Context: an optimization exercise on an open-source flow, tuned for small area. The choices shown serve that exercise and are no tape-out recipe. In this exercise RTL edits were held to simulation tests only and were not proved equivalent to the original. Power is estimated from default activity; no workload was simulated.

--- design/flow/design.v ---
package dual_port_ram_pkg;
    localparam int DPR_DATA_WIDTH = 7;    
    localparam int DPR_ADDR_WIDTH = 5;    
    localparam int DPR_RAM_LOC    = 63;   
endpackage
module dual_port_ram
#(
    parameter int DATA_WIDTH = dual_port_ram_pkg::DPR_DATA_WIDTH,
    parameter int ADDR_WIDTH = dual_port_ram_pkg::DPR_ADDR_WIDTH,
    parameter int RAM_LOC    = dual_port_ram_pkg::DPR_RAM_LOC
) (
    input  logic                  clk,
    input  logic                  rst,
    input  logic [DATA_WIDTH:0]   data_A,
    input  logic [DATA_WIDTH:0]   data_B,
    input  logic [ADDR_WIDTH:0]   addr_A,
    input  logic [ADDR_WIDTH:0]   addr_B,
    input  logic                  w_A,
    input  logic                  w_B,
    output logic [DATA_WIDTH:0]   q_A,
    output logic [DATA_WIDTH:0]   q_B
);
    logic [RAM_LOC:0][DATA_WIDTH:0] mem_q;
    logic [RAM_LOC:0][DATA_WIDTH:0] mem_d;
    logic [DATA_WIDTH:0] q_a_q, q_a_d;
    logic [DATA_WIDTH:0] q_b_q, q_b_d;
    logic                a_valid, b_valid;
    assign a_valid = (32'(addr_A) <= RAM_LOC);
    assign b_valid = (32'(addr_B) <= RAM_LOC);
    always_comb begin
        mem_d = mem_q;
        if (w_B && b_valid) begin
            mem_d[addr_B] = data_B;
        end
        if (w_A && a_valid) begin
            mem_d[addr_A] = data_A;
        end
    end
    always_comb begin
        q_a_d = '0;
        q_b_d = '0;
        if (w_A) begin
            q_a_d = data_A;
        end else if (a_valid) begin
            q_a_d = mem_q[addr_A];
        end
        if (w_B) begin
            q_b_d = data_B;
        end else if (b_valid) begin
            q_b_d = mem_q[addr_B];
        end
    end
    always_ff @(posedge clk or posedge rst) begin
        if (rst) begin
            q_a_q <= '0;
            q_b_q <= '0;
            mem_q <= '0;
        end else begin
            q_a_q <= q_a_d;
            q_b_q <= q_b_d;
            mem_q <= mem_d;
        end
    end
    assign q_A = q_a_q;
    assign q_B = q_b_q;
endmodule
--- design/flow/run.sh ---
#!/bin/bash
# synth_recipe.tcl (not shown) runs the flow's synth.tcl, then flattens the netlist and writes it again
# the make line also repeats each setting of config.mk as NAME=value (left out here)
make -C /OpenROAD-flow-scripts/flow DESIGN_CONFIG=/design/flow/config.mk WORK_HOME=/design/flow/orfs CLKGATE_MAP_FILE= SYNTH_SCRIPT=/design/flow/synth_recipe.tcl finish
--- design/flow/config.mk ---
export PLATFORM = sky130hd
export DESIGN_NAME = dual_port_ram
export DESIGN_NICKNAME = dual_port_ram
export VERILOG_FILES = /design/flow/design.v
export SDC_FILE = /design/flow/constraint.sdc
export NUM_CORES = 4
export LEC_CHECK = 0
export CAP_MARGIN = 20
export CORE_MARGIN = 2
export CORE_UTILIZATION = 40
export SLEW_MARGIN = 20
--- design/flow/constraint.sdc ---
create_clock -name core_clock -period 5.0 [get_ports {clk}]
set_input_delay 1.0000 -clock core_clock [delete_from_list [all_inputs] [get_ports {clk}]]
set_output_delay 1.0000 -clock core_clock [all_outputs]
set_load 0.01 [all_outputs]
==> results of run 1 <==
Yosys cell counts (all sizes together) (2+ instances only):
cell,number,area share
nor3b,4,0.0012
xor2,4,0.0010
and2,11,0.0020
o21ai,376,0.054
nand3b,3,0.00064
a211oi,5,0.0011
mux2,19,0.0061
o21bai,3,0.00064
nor3,126,0.021
nor4,21,0.0080
and3b,2,0.00054
o2111ai,56,0.014
a31oi,208,0.037
nor2b,12,0.0021
buf,134,0.019
or2,9,0.0016
xnor2,5,0.0013
clkinv,2,0.00021
mux2i,318,0.091
nand2,241,0.026
a221oi,10,0.0025
a2111oi,4,0.0012
a21boi,2,0.00043
or4,3,0.00064
clkbuf,286,0.031
nand4,27,0.0063
or3,3,0.00054
ha,4,0.0014
mux4,269,0.17
a21oi,89,0.013
a221o,10,0.0029
dfrtp,528,0.38
nand3,334,0.048
o22ai,25,0.0045
or3b,2,0.00050
a21o,2,0.00043
nor2,235,0.025
inv,10,0.0011
nand2b,10,0.0018
o41ai,3,0.00075
o221ai,66,0.017
power breakdown:
group / total (W) / internal (W) / switching (W) / leakage (nW)
clock network: 0.00482 / 0.00285 / 0.00197 / 1.05
logic: 0.00475 / 0.00233 / 0.00242 / 7.24
registers: 0.00683 / 0.00563 / 0.00119 / 6.70
total: 0.0164 / 0.0108 / 0.00558 / 15.0
area by class of cell:
class                   count  area share
inverters                  12     0.00126
clock buffers              92      0.0478
flip-flops and latches    528       0.340
repair buffers            210      0.0469
multi-input cells        2533       0.520
clock inverters            20     0.00690
well taps                1155      0.0372
logic make-up (layout without fill, tap and decap cells):
| logic type | count (synthesis) | count (layout) |
|---|---|---|
| adder cells (fa/ha/maj) | 4 | 4 |
| flip-flops | 528 | 528 |
| AO/OA/AOI/OAI | 867 | 867 |
| AND/OR/NAND/NOR | 1047 | 1047 |
| buffers and inverters | 432 | 334 |
| multiplexers | 606 | 606 |
| XOR/XNOR | 9 | 9 |
registers in the layout (all words and copies together), names as in the netlist:
signal  flops
mem_q     512
q_a_q       8
q_b_q       8
cells in the final DEF (no fill, tap or decap), types with 9 or more instances in the layout:
cell type,netlist,layout
nand3_1,334,334
mux2i_1,318,317
clkinv_2,0,11
a221o_1,10,10
nor2b_1,12,12
o2111ai_1,56,56
o22ai_1,25,25
nand2_1,241,239
mux4_2,262,262
o221ai_1,66,66
or2_2,9,9
a221oi_1,10,10
nor3_1,112,107
clkbuf_8,0,19
nor2_1,234,230
o21ai_0,363,363
dfrtp_1,528,528
nand4_1,19,19
clkdlybuf4s50_1,0,23
a21oi_1,89,89
clkbuf_1,286,11
nor3_4,8,11
a31oi_1,208,208
nor4_4,10,10
buf_12,0,15
mux2_2,19,19
clkbuf_16,0,62
o21ai_1,13,13
buf_4,4,163
layer usage:
metal / GRT usage / part of all wire / vias to the layer above
li1: - / - / 13100
met1: 0.445 / 0.39 / 15900
met2: 0.463 / 0.43 / 2241
met3: 0.0890 / 0.13 / 391
met4: 0.132 / 0.047 / 4
met5: 0 / 0.00022 / -
tightest hold or removal path, cell delays in order (launching register included):
cell and delay (ps):
dfrtp_1 390, o221ai_1 70, nand3_1 70
worst max path at each step:
stage,start,end,slack [ps]
after floorplan,rst,mem_q[0],-3180
after detailed placement,addr_B[0],mem_q[53],610
after global routing,addr_B[0],mem_q[179],1020
final,addr_A[1],mem_q[68],1090
after CTS,addr_B[0],mem_q[53],1270
after global placement,addr_A[1],mem_q[148],580
stage by stage:
| step | power [W] | TNS [ps] | hold slack [ps] |
|---|---|---|---|
| 2_1_floorplan | 0.00973 | -1676990 | 524 |
| 3_3_place_gp | 0.0113 | 0 | 551 |
| 3_5_place_dp | 0.0115 | 0 | 561 |
| 4_1_cts | 0.0163 | 0 | 574 |
| 5_1_grt | 0.0170 | 0 | 587 |
| 6_report | 0.0164 | 0 | 569 |
==> summary.md, run 1 <==
| Metric | Value |
|---|---|
| Status | complete, no violations |
| Synthesized area | 0.0350 sq mm |
| Fraction of layout cells with a size suffix above 1 | 0.189 |
| IO Port Bufs | 47 |
| Cell area power density | 422 mW/mm^2 |
| Die Y | 300 um |
| Layout Nets | 3382 |
| DP Worst Slack | 608 ps |
| Tot GR Track Use | 0.318 |
| DIE WIDTH | 300 um |
| Cell Chain, Critical Path | buf_4 -> or2_2 -> nor4_1 -> ha_1 -> or2_2 -> nor3b_2 -> buf_4 -> nand4_1 -> nor2_1 -> a31oi_1 |
| DR vias/cell | 6.95 |
| DRC viols | 0 |
| Number of synthesized register bits | 528 |
| Drt first pass iters | 6 |
| Largest net degree at the start of global routing | 136 |
| Multi-input logic area | 0.0202 sq mm |
| CTS Buffer Depth | 3 |
| Post-synth top flop | dfrtp_1 |
| Slowest CP cell | nand4_1 |
| Crit path max fanout | 16 |
| Tmin final | 3910 ps |
| CTS Sinks | 528 |
| Yosys cell types | 68 |
| Setup bufs post-CTS | 0 |
| Placed inst area | 0.0367 sq mm |
| Fin util | 0.447 |
| Mux contribution to synthesized area | 0.271 |
| Worst path depth | 10 |
| Core footprint | 0.0868 sq mm |
| Synthesized instance count | 3493 |
| Synth Area in Adders | 0.00143 |
| Average wire per standard cell | 31.7 um |
| Dpl cells | 4438 |
| Sequential share of the synthesized area | 0.377 |
| Slew headroom | 0.223 |
| Reg-to-reg startpoint | mem_q[500] |
| Leak | 15.0 nW |
| Number of flops mapped to enable cells by yosys | 0 |
| Endpoints failing setup | 0 |
| Fill count | 8119 |
| Synth warn | 1 |
| R2R Path End | q_a_q[4] |
| Die area | 0.0899 sq mm |
| Htree depth | 2 |
| Initial antenna violation count | 2 |
| CTS tree | yes |
| Synth Area in Simple Gates | 0.147 |
| Worst-skew pair later-pin latency | 670 ps |
| Main combinational cell family by area after synthesis | multiplexers |
| WL final | 144 mm |
| Final Skew | 38.7 ps |
| Reg2Reg Setup Slack | 2370 ps |
| CP required | 5470 ps |
| Synth Area in Compound Gates | 0.150 |
| Number of global-route vias before repair | 30000 |
| Sequential cell area | 0.0132 sq mm |
| CP delay by family, top | simple AND/OR/NAND/NOR gates |
| WHS Path Cells | 2 |
| Worst Reg-to-Reg Cells | 4 |
| Final Max Tran Viols | 0 |
| Asr flop ratio synth | 1.00 |
| Diodes inserted | 0 |
| Post-CTS Resized | 0 |
| CTS Buf Count | 61 |
| Kind of critical path | in2reg |
| Root cell of the clock tree | clkbuf_16 |
| Period utilization | 0.782 |
| Global-route wire length before repair | 214 mm |
| Min-Delay Endpoint | mem_q[496] |
| Post-route ant nets | 0 |
| Final Cell Area | 0.0388 sq mm |
| Hold Crit Class | reg2reg |
| Overflow after GRT | 0 |
| Worst-Margin Slew | 1160 ps |
| Vias | 31600 |
| CTS clk-pin slew, worst paths | 60 ps |
| IO Pins | 48 |
| Syn_area_per_cell | 10.0 sq um |
| Worst Setup End Kind | flip-flop |
| Worst Min Path Start | mem_q[496] |
| CP Launch Type | input pin |
| Fmax | 0.256 GHz |
| Max_cap viols | 0 |
| CTS Hold Bufs | 0 |
| Std cell rows | 108 |
| VDD IR-drop max | 0.000279 V |
| Synth Net Count | 3529 |
| Final Hold Viols | 0 |
| Area growth syn-to-layout | 10.9% |
| Fin worst setup slack | 1090 ps |
| RSZ-0062 raised after global routing | false |
| Critical path data arrival time | 4380 ps |
| Post-DP HPWL | 91.5 mm |
| Max stage delay on crit path | 640 ps |
| Synth Area in XOR/XNOR | 0.00225 |
| GP Congestion | 1.00 |
| Final non-filler cell total | 4550 |
| Initial core utilization | 0.404 |
| First-iteration detailed-routing DRC count | 4591 |
| WP buf/inv | 2 |
==> inputs of run 2 (changes only) <==
==> design/flow/design.v (replaced) <==
package dual_port_ram_pkg;
    localparam int DPR_DATA_WIDTH = 7;    
    localparam int DPR_ADDR_WIDTH = 5;    
    localparam int DPR_RAM_LOC    = 63;   
endpackage
module dpr_aoi222 (
    input  logic a1, a2, b1, b2, c1, c2,
    output logic y
);
    assign y = ~((a1 & a2) | (b1 & b2) | (c1 & c2));
endmodule
module dpr_rdbit #(
    parameter int NW = 64
) (
    input  logic [NW-1:0] sel,
    input  logic [NW-1:0] d,
    output logic [(NW+2)/3-1:0] grp_n
);
    for (genvar g = 0; g < NW / 3; g++) begin : g_grp
        dpr_aoi222 u_aoi (
            .a1(sel[3*g]),   .a2(d[3*g]),
            .b1(sel[3*g+1]), .b2(d[3*g+1]),
            .c1(sel[3*g+2]), .c2(d[3*g+2]),
            .y(grp_n[g])
        );
    end
    if (NW % 3 == 1) begin : g_last1
        assign grp_n[NW/3] = ~(sel[NW-1] & d[NW-1]);
    end else if (NW % 3 == 2) begin : g_last2
        assign grp_n[NW/3] = ~((sel[NW-2] & d[NW-2]) | (sel[NW-1] & d[NW-1]));
    end
endmodule
module dual_port_ram
#(
    parameter int DATA_WIDTH = dual_port_ram_pkg::DPR_DATA_WIDTH,
    parameter int ADDR_WIDTH = dual_port_ram_pkg::DPR_ADDR_WIDTH,
    parameter int RAM_LOC    = dual_port_ram_pkg::DPR_RAM_LOC
) (
    input  logic                  clk,
    input  logic                  rst,
    input  logic [DATA_WIDTH:0]   data_A,
    input  logic [DATA_WIDTH:0]   data_B,
    input  logic [ADDR_WIDTH:0]   addr_A,
    input  logic [ADDR_WIDTH:0]   addr_B,
    input  logic                  w_A,
    input  logic                  w_B,
    output logic [DATA_WIDTH:0]   q_A,
    output logic [DATA_WIDTH:0]   q_B
);
    localparam int NW = RAM_LOC + 1;
    localparam int DW = DATA_WIDTH + 1;
    localparam int NG = (NW + 2) / 3;
    logic [RAM_LOC:0][DATA_WIDTH:0] mem_q;    
    logic [RAM_LOC:0][DATA_WIDTH:0] mem_d;
    logic [DATA_WIDTH:0] q_a_q, q_a_d;
    logic [DATA_WIDTH:0] q_b_q, q_b_d;
    logic                valid_q;             
    logic                phase_q;             
    logic                phase_d;
    logic [RAM_LOC:0] dec_a, dec_b;           
    logic [RAM_LOC:0] hold;
    logic             w_b_eff;
    logic [DATA_WIDTH:0] wd_a, wd_b;          
    logic [DATA_WIDTH:0] rd_a, rd_b;          
    always_comb begin
        for (int w = 0; w < NW; w++) begin
            dec_a[w] = (addr_A == (ADDR_WIDTH+1)'(w));
            dec_b[w] = (addr_B == (ADDR_WIDTH+1)'(w));
        end
    end
    assign w_b_eff = w_B & ~(w_A & (addr_A == addr_B));
    assign hold    = {NW{valid_q}} & ~({NW{w_A}} & dec_a) & ~({NW{w_B}} & dec_b);
    assign phase_d = ~(valid_q & phase_q);
    assign wd_a = {DW{w_A}}     & (data_A ^ {DW{~phase_d}});
    assign wd_b = {DW{w_b_eff}} & (data_B ^ {DW{~phase_d}});
    for (genvar w = 0; w < NW; w++) begin : g_word
        for (genvar b = 0; b < DW; b++) begin : g_bit
            dpr_aoi222 u_nxt (
                .a1(dec_a[w]), .a2(wd_a[b]),
                .b1(dec_b[w]), .b2(wd_b[b]),
                .c1(hold[w]),  .c2(mem_q[w][b]),
                .y(mem_d[w][b])
            );
        end
    end
    for (genvar b = 0; b < DW; b++) begin : g_rd
        logic [NW-1:0] col;
        logic [NG-1:0] ga_n, gb_n;
        for (genvar w = 0; w < NW; w++) begin : g_col
            assign col[w] = mem_q[w][b];
        end
        dpr_rdbit #(.NW(NW)) u_rda (.sel(dec_a), .d(col), .grp_n(ga_n));
        dpr_rdbit #(.NW(NW)) u_rdb (.sel(dec_b), .d(col), .grp_n(gb_n));
        assign rd_a[b] = ~&ga_n;
        assign rd_b[b] = ~&gb_n;
    end
    assign q_a_d = w_A ? data_A : ({DW{valid_q}} & (rd_a ^ {DW{phase_q}}));
    assign q_b_d = w_B ? data_B : ({DW{valid_q}} & (rd_b ^ {DW{phase_q}}));
    always_ff @(posedge clk or posedge rst) begin
        if (rst) begin
            q_a_q   <= '0;
            q_b_q   <= '0;
            valid_q <= 1'b0;
        end else begin
            q_a_q   <= q_a_d;
            q_b_q   <= q_b_d;
            valid_q <= valid_q | w_A | w_B;
        end
    end
    always_ff @(posedge clk) begin
        phase_q <= phase_d;
        mem_q   <= mem_d;
    end
    assign q_A = q_a_q;
    assign q_B = q_b_q;
endmodule
--- a/design/flow/config.mk
+++ b/design/flow/config.mk
@@ -9,3 +9,4 @@
 export CORE_MARGIN = 2
 export CORE_UTILIZATION = 40
 export SLEW_MARGIN = 20
+export SYNTH_HIERARCHICAL = 1
==> summary.md, run 2 <==
| Metric | Value |
|---|---|
| Top flop regs | mem_q x512, q_a_q x8, q_b_q x8 (unchanged) |
| Ranking of synthesized cells by area | dfxtp_1 (45%), a222oi_1 (38%), nor2_1 (2.6%) (was dfrtp_1 (38%), mux4_2 (17%), mux2i_1 (9.1%)) |
| CP required | 5510 ps (was 5470 ps) |
| Synthesized instance count | 2032 (was 3493) |
| Post-DP HPWL | 72.0 mm (was 91.5 mm) |
| Count leader, synth | a222oi_1 (was dfrtp_1) |
| Synth Net Count | 2064 (was 3529) |
| Worst Setup End Kind | flip-flop (unchanged) |
| WP buf/inv | 3 (was 2) |
| Final Hold Viols | 0 (unchanged) |
| Endpoints failing setup | 0 (unchanged) |
| Root cell of the clock tree | clkbuf_16 (unchanged) |
| Average wire per standard cell | 34.6 um (was 31.7 um) |
| Multi-input logic area | 0.0118 sq mm (was 0.0202 sq mm) |
| Core footprint | 0.0562 sq mm (was 0.0868 sq mm) |
| Worst-skew pair later-pin latency | 630 ps (was 670 ps) |
| Fraction of layout cells with a size suffix above 1 | 0.152 (was 0.189) |
| Slew headroom | 0.151 (was 0.223) |
| Tmin final | 4510 ps (was 3910 ps) |
| RSZ-0062 raised after global routing | false (unchanged) |
| First-iteration detailed-routing DRC count | 7617 (was 4591) |
| Die area | 0.0584 sq mm (was 0.0899 sq mm) |
| CTS Hold Bufs | 0 (unchanged) |
| Number of synthesized register bits | 530 (was 528) |
| CTS clk-pin slew, worst paths | 60 ps (about the same) |
| Overflow after GRT | 0 (unchanged) |
| VDD IR-drop max | 0.000320 V (was 0.000279 V) |
| Hold Crit Class | reg2reg (unchanged) |
| Worst-Margin Slew | 1270 ps (was 1160 ps) |
| Top reg by flops | mem_q (unchanged) |
| Final Skew | 28.5 ps (was 38.7 ps) |
| Slowest CP cell | nor4_1 (was nand4_1) |
| Post-synth top area share | 0.454 (was 0.377) |
| Asr flop ratio synth | 0.0321 (was 1.00) |
| Fmax | 0.222 GHz (was 0.256 GHz) |
| Cell Chain, Critical Path | clkdlybuf4s50_1 -> and2b_1 -> nand2_1 -> nor2_1 -> buf_4 -> a222oi_1 -> nand4_1 -> nor4_1 -> buf_4 -> mux2i_1 -> nand3_1 (was buf_4 -> or2_2 -> nor4_1 -> ha_1 -> or2_2 -> nor3b_2 -> buf_4 -> nand4_1 -> nor2_1 -> a31oi_1) |
| Synth area leader | dfxtp_1 (was dfrtp_1) |
| IO Port Bufs | 47 (unchanged) |
| Fill count | 5109 (was 8119) |
| Most common library cells after synthesis | a222oi_1 (848), dfxtp_1 (513), nor2_1 (156), nand4_1 (82), nand2_1 (74) (was dfrtp_1 (528), o21ai_0 (363), nand3_1 (334), mux2i_1 (318), clkbuf_1 (286)) |
| Initial antenna violation count | 2 (unchanged) |
| Final Max Tran Viols | 0 (unchanged) |
| Drt first pass iters | 14 (was 6) |
| DIE WIDTH | 242 um (was 300 um) |
| Max reg flops | 512 (unchanged) |
| Critical path data arrival time | 5020 ps (was 4380 ps) |
| Number of flops mapped to enable cells by yosys | 0 (unchanged) |
| Post-synth top flop | dfxtp_1 (was dfrtp_1) |
| Yosys cell types | 42 (was 68) |
| Area growth syn-to-layout | 22.1% (was 10.9%) |
| CTS tree | yes (unchanged) |
| DRC viols | 0 (unchanged) |
| Status | complete, no violations (unchanged) |
| Most common cell after layout, fill and taps aside | a222oi_1 (was dfrtp_1) |
| Htree depth | 2 (unchanged) |
| DR vias/cell | 8.28 (was 6.95) |
| Tot GR Track Use | 0.347 (was 0.318) |
| Post-route ant nets | 0 (unchanged) |
| Initial core utilization | 0.402 (was 0.404) |
| Layout Nets | 2332 (was 3382) |
| IO Pins | 48 (unchanged) |
| WL final | 107 mm (was 144 mm) |
| Largest net degree at the start of global routing | 70 (was 136) |
| CTS Buffer Depth | 3 (unchanged) |
| Cell area power density | 476 mW/mm^2 (was 422 mW/mm^2) |
| Vias | 25700 (was 31600) |
| Post-CTS Resized | 0 (unchanged) |
| Setup bufs post-CTS | 0 (unchanged) |
| GP Congestion | 1.03 (was 1.00) |
| Global-route wire length before repair | 158 mm (was 214 mm) |
| Sequential cell area | 0.0107 sq mm (was 0.0132 sq mm) |
| Kind of critical path | in2reg (unchanged) |
| Syn_area_per_cell | 11.1 sq um (was 10.0 sq um) |
| CP Launch Type | input pin (unchanged) |
| Sequential share of the synthesized area | 0.473 (was 0.377) |
| Period utilization | 0.903 (was 0.782) |
| Max stage delay on crit path | 820 ps (was 640 ps) |
| CTS Buf Count | 56 (was 61) |
| Final TNS setup | 0 ps (unchanged) |
| Fin util | 0.491 (was 0.447) |
| Synth warn | 7 (was 1) |
| Total power | 0.0131 W (was 0.0164 W) |
| Max_cap viols | 0 (unchanged) |
| CP delay by family, top | simple AND/OR/NAND/NOR gates (unchanged) |
| Number of global-route vias before repair | 23500 (was 30000) |
| CTS Sinks | 530 (was 528) |
| Leak | 9.68 nW (was 15.0 nW) |
| Most frequent cells in the layout | a222oi_1 (848), dfxtp_1 (513), buf_4 (210), nor2_1 (129), nand4_1 (82) (was dfrtp_1 (528), o21ai_0 (363), nand3_1 (334), mux2i_1 (317), mux4_2 (262)) |
| Most used cell, CP | buf_4 |
| Die Y | 242 um (was 300 um) |
| Crit path max fanout | 16 (unchanged) |
| Synthesized area | 0.0226 sq mm (was 0.0350 sq mm) |
| Std cell rows | 87 (was 108) |
| WHS | 482 ps (was 569 ps) |
run 2: worst paths after layout:
| path | endpoint | slack, ps | startpoint | depth (start not counted) |
|---|---|---|---|---|
| max in group asynchronous | valid_q | 3630 | rst | 2 |
| min in group asynchronous | q_b_q[1] | 820 | rst | 2 |
| hold / removal | mem_q[178] | 480 | mem_q[178] | 1 |
| setup / recovery | q_b_q[1] | 490 | addr_B[1] | 11 |
| setup reg to reg | mem_q[401] | 1220 | valid_q | 5 |
| hold reg to reg | mem_q[178] | 480 | mem_q[178] | 1 |
run 2: modules after synthesis, one instance, submodules excluded, excerpt:
module / flops+latches / copies in the design / area, sq um
dual_port_ram: 530 / 1 / 14100
dpr_aoi222: 0 / 848 / 10.0
run 2: routing by layer:
layer | GRT usage | routed length, um | part of all wire
met5 | 0 | 11 | 0.00010
met1 | 0.471 | 40500 | 0.38
met2 | 0.535 | 47300 | 0.44
met4 | 0.154 | 5210 | 0.049
met3 | 0.0665 | 14500 | 0.13
run 2: cell type report:
cell class	instances	area share
multi-input cells	1443	0.427
clock inverters	22	0.0110
inverters	9	0.00122
diodes	2	0.000181
clock buffers	83	0.0625
well taps	756	0.0343
flip-flops and latches	530	0.388
repair buffers	260	0.0764
run 2: report_power, final:
part           total [W]  internal, W  switching, W  leakage (nW)
sequential       0.00656      0.00553       0.00103          4.56
combinational    0.00202      0.00105      0.000974          4.10
clock            0.00456      0.00275       0.00181          1.01
run 2: per-stage QoR:
| step | area [sq um] | setup slack, ps | instances |
|---|---|---|---|
| detailed placement | 25500 | -3.71 | 2997 |
| CTS | 27500 | 652 | 3102 |
| finish | 27600 | 487 | 3105 |
| global placement | 25500 | 14.8 | 2996 |
| global route | 27600 | 288 | 3103 |
| floorplan | 22600 | 1070 | 2032 |
run 2: worst reg2reg max path: stages, from the launching register on:
cell and delay [ps]:
dfrtp_2 1110, nand2_2 570, xor2_1 320, nor2_4 820, buf_4 590, a222oi_1 210
run 2: cells by family (layout without fill, tap and decap cells):
kind of cell,Yosys count,in the layout,share of synthesized area
flip-flops,530,530,0.473
buffers and inverters,59,374,0.0133
multiplexers,16,16,0.00709
AND/OR/NAND/NOR,413,413,0.0881
AO/OA/AOI/OAI,992,992,0.409
XOR/XNOR,22,22,0.00886
other,0,2,0

## re-timing with driven ports
The flow's constraints put no driver on any port. The routed layouts listed below were extracted and timed again, unchanged, in two steps. Step 1 (the two cells are an assumption about what drives the block):
set clk [get_ports {clk}]
set_driving_cell -lib_cell sky130_fd_sc_hd__clkbuf_16 $clk
set_driving_cell -lib_cell sky130_fd_sc_hd__buf_2 [delete_from_list [all_inputs] $clk]
Step 2 adds t to the input delays and takes it off the output delays; t is the mean of the earliest and latest rising clock arrival at the registers after step 1. Input paths then give back, and output paths get back, about the clock's delay inside the block. a / b / c = ideal / step 1 / step 2; a / b = the first two.
run | shift t [ns] | slack for setup (ns) | hold slack, ns | cell pins on the clock port's net
run 1 | 0.727 | 1.088 / 1.081 / 0.354 | 0.569 / 0.569 / 0.569 | 1
run 2 | 0.681 | 0.487 / 0.511 / -0.170 | 0.482 / 0.482 / 0.482 | 1
Met with ideal ports but missed after step 2: setup timing in run 2. For run 1, which loses most, drivers alone change the setup slack by -0.007 ns; drivers and shift together by -0.734 ns.
